Source: an optimization exercise on an open RTL-to-GDS flow (aim: small area and few clock cycles). Production flows keep margins and buffers that such runs may drop. The RTL was checked by simulation tests, not by an equivalence proof against the original design. The clock input has no modelled driver; a real chip could not lean on it and would need a root buffer or a full tree. No activity file was given, so power comes from the tool's default toggle rates.

## job 9043
==> flow/design.v (excerpt) <==
module bmp_stream_to_rgb565_pixels
(
    input  wire logic         clk,
    input  wire logic         rst_n,
    input  wire logic         in_valid,
    output logic              in_ready,
    input  wire logic [7:0]   in_data,
    input  wire logic         in_file_start,
    output logic              out_valid,
    input  wire logic         out_ready,
    output logic [1:0]        out_kind,
    output logic [15:0]       out_color,
    output logic [11:0]       out_x,
    output logic [11:0]       out_y,
    output logic              out_visible,
    output logic              out_row_end,
    output logic              out_image_done,
    input  wire logic         cfg_valid,
    output logic              cfg_ready,
    input  wire logic [1:0]   cfg_index,
    input  wire logic [10:0]  cfg_data
);
Size: ~84 flip-flops, ~75 I/O pins, ~0.0055 mm² of cells after synthesis.
==> flow/config.mk <==
export PLATFORM = sky130hd
export DESIGN_NAME = bmp_stream_to_rgb565_pixels
export DESIGN_NICKNAME = bmp_stream_to_rgb565_pixels
export VERILOG_FILES = /design/flow/design.v
export SDC_FILE = /design/flow/constraint.sdc
export NUM_CORES = 4
export LEC_CHECK = 0
export CAP_MARGIN = 20
export CORE_MARGIN = 2
export CORE_UTILIZATION = 40
export SLEW_MARGIN = 20
==> flow/constraint.sdc <==
create_clock -name core_clock -period 5.0 [get_ports {clk}]
set_input_delay 1.0000 -clock core_clock [delete_from_list [all_inputs] [get_ports {clk}]]
set_output_delay 1.0000 -clock core_clock [all_outputs]
set_load 0.01 [all_outputs]
standard.sh (not shown) runs the stock make flow with config.mk's settings and CLKGATE_MAP_FILE= SYNTH_SCRIPT=/design/flow/synth_recipe.tcl, a recipe that flattens the netlist after the stock synthesis.
==> flow/flow/run.sh <==
#!/bin/bash
# Own layout flow: the standard flow, with
#  - synthesis: the standard flow's synthesis script and ORFS's synth.tcl as they are, except that the one
#    ABC technology-mapping call uses flow/abc_area.script (area-recovering mapping) instead of
#    ORFS's speed script; registers are mapped before ABC and are untouched by it,
#  - the port buffers made as sky130_fd_sc_hd__buf_1 instead of the default pick,
#  - the clock tree built by flow/clock_tree.tcl (one level of four clkbuf_16 buffers) in place
#    of clock_tree_synthesis's H-tree.
# The full output of the run goes to standard.log in this folder; ORFS keeps each step's own
# log under orfs/logs/.
set -euo pipefail
W=$(pwd)
line='  log_cmd abc {*}$abc_args'
[[ $(grep -cxF "$line" "$FLOW_HOME/scripts/synth.tcl") == 1 ]]
awk -v s="$W/flow/abc_area.script" -v l="$line" \
  '$0 == l { print "  set abc_args [lreplace $abc_args 1 1 " s "]" } { print }' \
  "$FLOW_HOME/scripts/synth.tcl" > "$W/synth_area.tcl"
src='source $::env(SCRIPTS_DIR)/synth.tcl'
[[ $(grep -cxF "$src" synth_recipe.tcl) == 1 ]]
awk -v s="source $W/synth_area.tcl" -v l="$src" '{ print ($0 == l ? s : $0) }' \
  synth_recipe.tcl > "$W/synth_recipe_area.tcl"
bash standard.sh \
  "SYNTH_SCRIPT=$W/synth_recipe_area.tcl" \
  "BUFFER_PORTS_ARGS=-buffer_cell sky130_fd_sc_hd__buf_1" \
  "PRE_CTS_TCL=$W/flow/clock_tree.tcl" \
  finish > standard.log 2>&1
Other scripts of this flow, unchanged in this note and not shown: flow/flow/abc_area.script, flow/flow/clock_tree.tcl
Testbench counts of job 9043, summed over its fixed seeds: cycles 73,616.
#### Input delta (job 1301 over job 9043)
--- a/flow/design.v
+++ b/flow/design.v
@@ -2,30 +2,30 @@
     localparam logic [15:0] KEY_COLOR = 16'hF81F;
     localparam logic [7:0]  SIG_B     = 8'h42;
     localparam logic [7:0]  SIG_M     = 8'h4D;
     function automatic logic [11:0] inc12(input logic [11:0] a);
         logic c;
         c = 1'b1;
         for (int i = 0; i < 12; i++)
         begin
             inc12[i] = a[i] ^ c;
             c        = c & a[i];
         end
     endfunction
-    function automatic logic [11:0] dec12(input logic [11:0] a);
+    function automatic logic [10:0] dec11(input logic [10:0] a);
         logic b;
         b = 1'b1;
-        for (int i = 0; i < 12; i++)
+        for (int i = 0; i < 11; i++)
         begin
-            dec12[i] = a[i] ^ b;
+            dec11[i] = a[i] ^ b;
             b        = b & ~a[i];
         end
     endfunction
     function automatic logic [15:0] dec16(input logic [15:0] a);
         logic b;
         b = 1'b1;
         for (int i = 0; i < 16; i++)
         begin
             dec16[i] = a[i] ^ b;
             b        = b & ~a[i];
         end
     endfunction
@@ -123,74 +123,74 @@
     (
         .clk        (clk),
         .rst_n      (rst_n),
         .cfg_valid  (cfg_valid),
         .cfg_index  (cfg_index),
         .cfg_data   (cfg_data),
         .origin_x   (origin_x),
         .origin_y   (origin_y),
         .keyed_mode (keyed)
     );
     logic        valid;
     logic [11:0] col,  col_n;
-    logic [11:0] rows, rows_n;
-    logic [11:0] wid,  wid_n;
+    logic [10:0] rows, rows_n;
+    logic [10:0] wid,  wid_n;
     logic [15:0] cnt,  cnt_n;
     logic [3:0]  clr;
     logic [15:0] color, color_n;
     logic        fa,   fa_n;
     logic        fb,   fb_n;
     logic        b16,  b16_n;
     logic        b32,  b32_n;
     logic        accept;
     logic        res;
     logic        hdr;
     logic [4:0]  hp;
     logic [11:0] col_inc;
-    logic [11:0] rows_dec;
+    logic [10:0] rows_dec;
     logic [15:0] cnt_dec;
     logic        row_end;
     logic        last_row;
     logic        done;
     logic        dead;
     logic        last_lane;
     logic        started;
     logic        pix_byte;
     logic [3:0]  lane_dec;
     logic [1:0]  pad;
     logic        fmt_bad;
     logic        size_bad;
     assign in_ready = !valid || out_ready;
     assign accept   = in_valid && in_ready;
     assign col_inc  = bmpd_pkg::inc12(col);
-    assign rows_dec = bmpd_pkg::dec12(rows);
+    assign rows_dec = bmpd_pkg::dec11(rows);
     assign cnt_dec  = bmpd_pkg::dec16(cnt);
     assign hp  = in_file_start ? 5'd1 : col[4:0];
     assign hdr = in_file_start || (col[11] && (col[4:0] != 5'h1F));
-    assign row_end   = (col == wid);
-    assign last_row  = (rows == 12'd0);
+    assign row_end   = (col == {1'b0, wid});
+    assign last_row  = (rows == 11'd0);
     assign started   = !col[11];
     assign color     = {cnt[15:4], clr};
     assign pix_byte  = started ? (cnt[3:2] == 2'b11) : (cnt == 16'd15);
     assign lane_dec  = bmpd_pkg::dec4(cnt[3:0]);
     assign done      = row_end && last_row && !((cnt[3:2] == 2'b11) && (cnt[1:0] != 2'b11));
     assign dead      = fa || fb || done;
     assign last_lane = b16 ? (cnt[1:0] == 2'd2) :
                        b32 ? (cnt[1:0] == 2'd0) :
                              (cnt[1:0] == 2'd1);
     assign pad       = b16 ? {!wid[0], 1'b0} :
                        b32 ? 2'd0 :
                              {wid[1] ^ wid[0], !wid[0]};
     assign fmt_bad  = fa || (in_data != 8'h00);
-    assign size_bad = fb || rows[11] || wid[11];
+    assign size_bad = fb;
     always_comb
     begin
         col_n  = col;
         rows_n = rows;
         wid_n  = wid;
         cnt_n  = cnt;
         color_n = color;
         fa_n   = fa;
         fb_n   = fb;
         b16_n  = b16;
         b32_n  = b32;
         res    = 1'b0;
@@ -233,26 +233,27 @@
                 begin
                     if (in_data != 8'h00)
                     begin
                         fa_n = 1'b1;
                     end
                 end
                 5'd19, 5'd23:    
                 begin
                     rows_n[7:0] = in_data;
                 end
                 5'd20, 5'd24:    
                 begin
-                    rows_n[11:8] = in_data[3:0];
-                    if (in_data[7:4] != 4'h0)
+                    rows_n[10:8] = in_data[2:0];
+                    if ((in_data[7:4] != 4'h0) ||
+                        (in_data[3] != ((in_data[2:0] == 3'd0) && (rows[7:0] == 8'd0))))
                     begin
                         fb_n = 1'b1;
                     end
                 end
                 5'd21:       
                 begin
                     rows_n = rows_dec;
                     if (in_data != 8'h00)
                     begin
                         fb_n = 1'b1;
                     end
                 end
@@ -360,18 +361,18 @@
             fb   <= fb_n;
             b16  <= b16_n;
             b32  <= b32_n;
         end
     end
     logic pix;
     assign pix            = !(fa || fb);
     assign out_valid      = valid;
     assign out_kind       = {fa, fb};
     assign out_color      = !pix   ? 16'h0000 :
                             keyed  ? color : {color[7:0], color[15:8]};
     assign out_x          = pix ? bmpd_pkg::add11(origin_x, col[10:0])  : 12'h000;
-    assign out_y          = pix ? bmpd_pkg::add11(origin_y, rows[10:0]) : 12'h000;
+    assign out_y          = pix ? bmpd_pkg::add11(origin_y, rows) : 12'h000;
     assign out_visible    = pix && !(keyed && (color == bmpd_pkg::KEY_COLOR));
     assign out_row_end    = pix && row_end;
     assign out_image_done = pix && row_end && last_row;
 endmodule
 `default_nettype wire
==> summary.txt <==
Per the final summary, job 1301 finished and its layout is clean on timing, DRC and antenna. Job 1301 ends up with a shortest period the worst path allows that is 0.073 ns lower than in job 9043. Status: total power of the final layout parity (job 1301, job 9043). From job 9043 to job 1301 the numbers moved as follows: total stage count of the critical path picked up an extra 1; cell area after layout shows no meaningful change; sequential cell count saw a decrease; global placer's final weighted congestion has increased; switching share of power higher. Summary: with job 9043 as the reference, power spent charging and discharging nets in job 1301 moved up slightly. When job 1301 is measured against job 9043, its post-DP HPWL turns out 210 µm lower. Transition time at the pin with the least slew margin, job 9043 and job 1301: higher on job 9043.
Testbench counts of job 1301, summed over its fixed seeds: cycles 73,616.
No run of this note takes its clock network from TritonCTS; it comes from the design's own scripts or RTL.

* * *

## west
Another version of the RTL of bmp_stream_to_rgb565_pixels (not shown whole).
For scale: about 5400 um^2 of cells after synthesis.
Settings: LEC_CHECK=0, CAP_MARGIN=20, CORE_MARGIN=2, CORE_UTILIZATION=40, SLEW_MARGIN=20; clock period 5.0 ns.
==> flow/flow/abc_area.script <==
strash
dc2
dch -f
amap
strash
dc2
dch -f
amap
strash
dch -f
amap
topo
==> flow/flow/clock_tree.tcl <==
# Clock distribution, run as ORFS's PRE_CTS_TCL hook. The clock port drives four
# sky130_fd_sc_hd__clkbuf_16 buffers, one per quarter of the registers (split at the median x,
# then each half at its median y), each placed at its quarter's centre and driving that
# quarter's clock pins: one buffer level for every register, so all clock paths match in
# structure. It takes the place of clock_tree_synthesis's H-tree (a root and eight leaf
# buffers for this design's ~84 registers); the rest of ORFS's CTS step (legalisation,
# timing repair) runs as usual.
set block [ord::get_db_block]
set clk [$block findNet clk]
set sinks {}
foreach it [$clk getITerms] {
  set box [[$it getInst] getBBox]
  lappend sinks [list $it [expr {([$box xMin] + [$box xMax]) / 2}] \
                          [expr {([$box yMin] + [$box yMax]) / 2}]]
}
proc my_split_half {lst idx} {
  set s [lsort -integer -index $idx $lst]
  set h [expr {[llength $s] / 2}]
  return [list [lrange $s 0 [expr {$h - 1}]] [lrange $s $h end]]
}
set groups {}
foreach half [my_split_half $sinks 1] {
  foreach quarter [my_split_half $half 2] {
    lappend groups $quarter
  }
}
set master [[ord::get_db] findMaster sky130_fd_sc_hd__clkbuf_16]
set k 0
foreach g $groups {
  set n [llength $g]
  if {$n == 0} { continue }
  set sx 0
  set sy 0
  foreach s $g {
    incr sx [lindex $s 1]
    incr sy [lindex $s 2]
  }
  set buf [odb::dbInst_create $block $master "clkbuf_q$k"]
  set net [odb::dbNet_create $block "clknet_q$k"]
  $net setSigType CLOCK
  [$buf findITerm A] connect $clk
  [$buf findITerm X] connect $net
  foreach s $g {
    set it [lindex $s 0]
    $it disconnect
    $it connect $net
  }
  $buf setLocation [expr {$sx / $n}] [expr {$sy / $n}]
  $buf setPlacementStatus PLACED
  puts "clock buffer clkbuf_q$k drives $n clock pins"
  incr k
}
# The tree is built: CTS proper only has to switch timing to propagated clocks.
proc clock_tree_synthesis {args} {
  set_propagated_clock [all_clocks]
}
Scripts as last shown in full above: flow/flow/run.sh
Testbench counts of west, summed over its fixed seeds: cycles 73,616.
Input-level comparison between south and west:
-- flow/design.v --
<<< west, line 165
    assign rows_dec = bmpd_pkg::dec11(rows);
    assign cnt_dec  = bmpd_pkg::dec16(cnt);
    assign hp  = in_file_start ? 5'd0 : col[4:0];
    assign hdr = in_file_start || (col[11] && (col[4:1] != 4'hF));
    assign row_end   = (col == {1'b0, wid});
    assign last_row  = (rows == 11'd0);
>>> south, line 165
    assign rows_dec = bmpd_pkg::dec11(rows);
    assign cnt_dec  = bmpd_pkg::dec16(cnt);
    assign hp  = in_file_start ? 5'd1 : col[4:0];
    assign hdr = in_file_start || (col[11] && (col[4:0] != 5'h1F));
    assign row_end   = (col == {1'b0, wid});
    assign last_row  = (rows == 11'd0);
<<< west, line 197
        if (hdr)
        begin
            col_n = in_file_start ? 12'h801 : col_inc;
            if (hp[4] || (hp[3:0] == 4'hF))     
            begin
                cnt_n = cnt_dec;
            end
            case (hp)
                5'd0:        
                begin
                    fa_n = (in_data != bmpd_pkg::SIG_B);
                    fb_n = 1'b0;
                end
                5'd1:        
                begin
                    fa_n = 1'b0;
>>> south, line 197
        if (hdr)
        begin
            col_n = in_file_start ? 12'hFE2 : col_inc;
            if (hp[4])
            begin
                cnt_n = cnt_dec;
            end
            case (hp)
                5'd1:        
                begin
                    fa_n = (in_data != bmpd_pkg::SIG_B);
                    fb_n = 1'b0;
                end
                5'd2:        
                begin
                    fa_n = 1'b0;
<<< west, line 214
                    begin
                        fb_n  = 1'b1;
                        col_n = 12'h81F;
                        res   = 1'b1;
                    end
                end
                5'd10:       
                begin
                    cnt_n[7:0] = in_data;
                end
                5'd11:       
                begin
                    cnt_n[15:8] = in_data;
>>> south, line 214
                    begin
                        fb_n  = 1'b1;
                        col_n = 12'hFFF;
                        res   = 1'b1;
                    end
                end
                5'd11:       
                begin
                    cnt_n[7:0] = in_data;
                end
                5'd12:       
                begin
                    cnt_n[15:8] = in_data;
<<< west, line 230
                    end
                end
                5'd12, 5'd13:    
                begin
                    if (in_data != 8'h00)
>>> south, line 230
                    end
                end
                5'd13, 5'd14:    
                begin
                    if (in_data != 8'h00)
<<< west, line 237
                    end
                end
                5'd18, 5'd22:    
                begin
                    rows_n[7:0] = in_data;
                end
                5'd19, 5'd23:    
                begin
                    rows_n[10:8] = in_data[2:0];
>>> south, line 237
                    end
                end
                5'd19, 5'd23:    
                begin
                    rows_n[7:0] = in_data;
                end
                5'd20, 5'd24:    
                begin
                    rows_n[10:8] = in_data[2:0];
<<< west, line 250
                    end
                end
                5'd20:       
                begin
                    rows_n = rows_dec;
>>> south, line 250
                    end
                end
                5'd21:       
                begin
                    rows_n = rows_dec;
<<< west, line 258
                    end
                end
                5'd21:       
                begin
                    wid_n = rows;
>>> south, line 258
                    end
                end
                5'd22:       
                begin
                    wid_n = rows;
<<< west, line 266
                    end
                end
                5'd24, 5'd25:   
                begin
                    if (in_data != 8'h00)
>>> south, line 266
                    end
                end
                5'd25, 5'd26:   
                begin
                    if (in_data != 8'h00)
<<< west, line 273
                    end
                end
                5'd26:       
                begin
                    rows_n = rows_dec;
                end
                5'd28:       
                begin
                    b16_n = (in_data == 8'h10);
>>> south, line 273
                    end
                end
                5'd27:       
                begin
                    rows_n = rows_dec;
                end
                5'd29:       
                begin
                    b16_n = (in_data == 8'h10);
<<< west, line 286
                    end
                end
                5'd29:       
                begin
                    fa_n = fmt_bad || size_bad;
>>> south, line 286
                    end
                end
                5'd30:       
                begin
                    fa_n = fmt_bad || size_bad;
<<< west, line 307
                if (cnt[1:0] == 2'd3)
                begin
                    col_n  = (row_end || col[11]) ? 12'd0 : col_inc;
                    rows_n = row_end ? rows_dec : rows;
                end
>>> south, line 307
                if (cnt[1:0] == 2'd3)
                begin
                    col_n  = row_end ? 12'd0 : col_inc;
                    rows_n = row_end ? rows_dec : rows;
                end
<<< west, line 339
        begin
            valid <= 1'b0;
            col   <= 12'h800;
        end
        else
>>> south, line 339
        begin
            valid <= 1'b0;
            col   <= 12'hFE1;
        end
        else
--- outcome ---
Clock group total power essentially unchanged between west and south.
Largest power group: combinational logic -> south, sequential cells -> west
In terms of cell count, south and west differ only marginally.
south vs. west: synthesized area went up; setup slack moved down; first-pass GRT wire length higher.
Testbench counts of south, summed over its fixed seeds: cycles 73,616.
No run of this note takes its clock network from TritonCTS; it comes from the design's own scripts or RTL.

[static timing again, ports no longer ideal]
No port has a modelled driver above. Below, the same layouts with a new extraction and two added sets of constraints.
Step 1: set_driving_cell puts a clkbuf_16 on clk and a buf_2 on each other input, an assumption about the parent block.
Step 2 moves the port delays by t, midway between the first and last clock arrival at a register: inputs arrive t later, outputs are due t later. That takes back most of the time a late clock gives input paths.
Slacks: ideal / step 1 / step 2; pairs: ideal / step 1.
run | shift t [ns] | slack for setup (ns) | worst hold slack (ns) | worst setup path after step 2 | worst slew at a driven data input, ns
job 9043 | 0.239 | 0.154 / 0.065 / 0.304 | 0.477 / 0.477 / 0.477 | register to output | 0.03
job 1301 | 0.235 | 0.227 / 0.143 / 0.378 | 0.464 / 0.464 / 0.464 | register to output | 0.04
west | 0.232 | 0.221 / 0.139 / 0.372 | 0.453 / 0.453 / 0.453 | register to output | 0.04
south | 0.236 | 0.167 / 0.081 / 0.318 | 0.465 / 0.465 / 0.465 | register to output | 0.03
After both steps setup and hold are still met in every run listed.
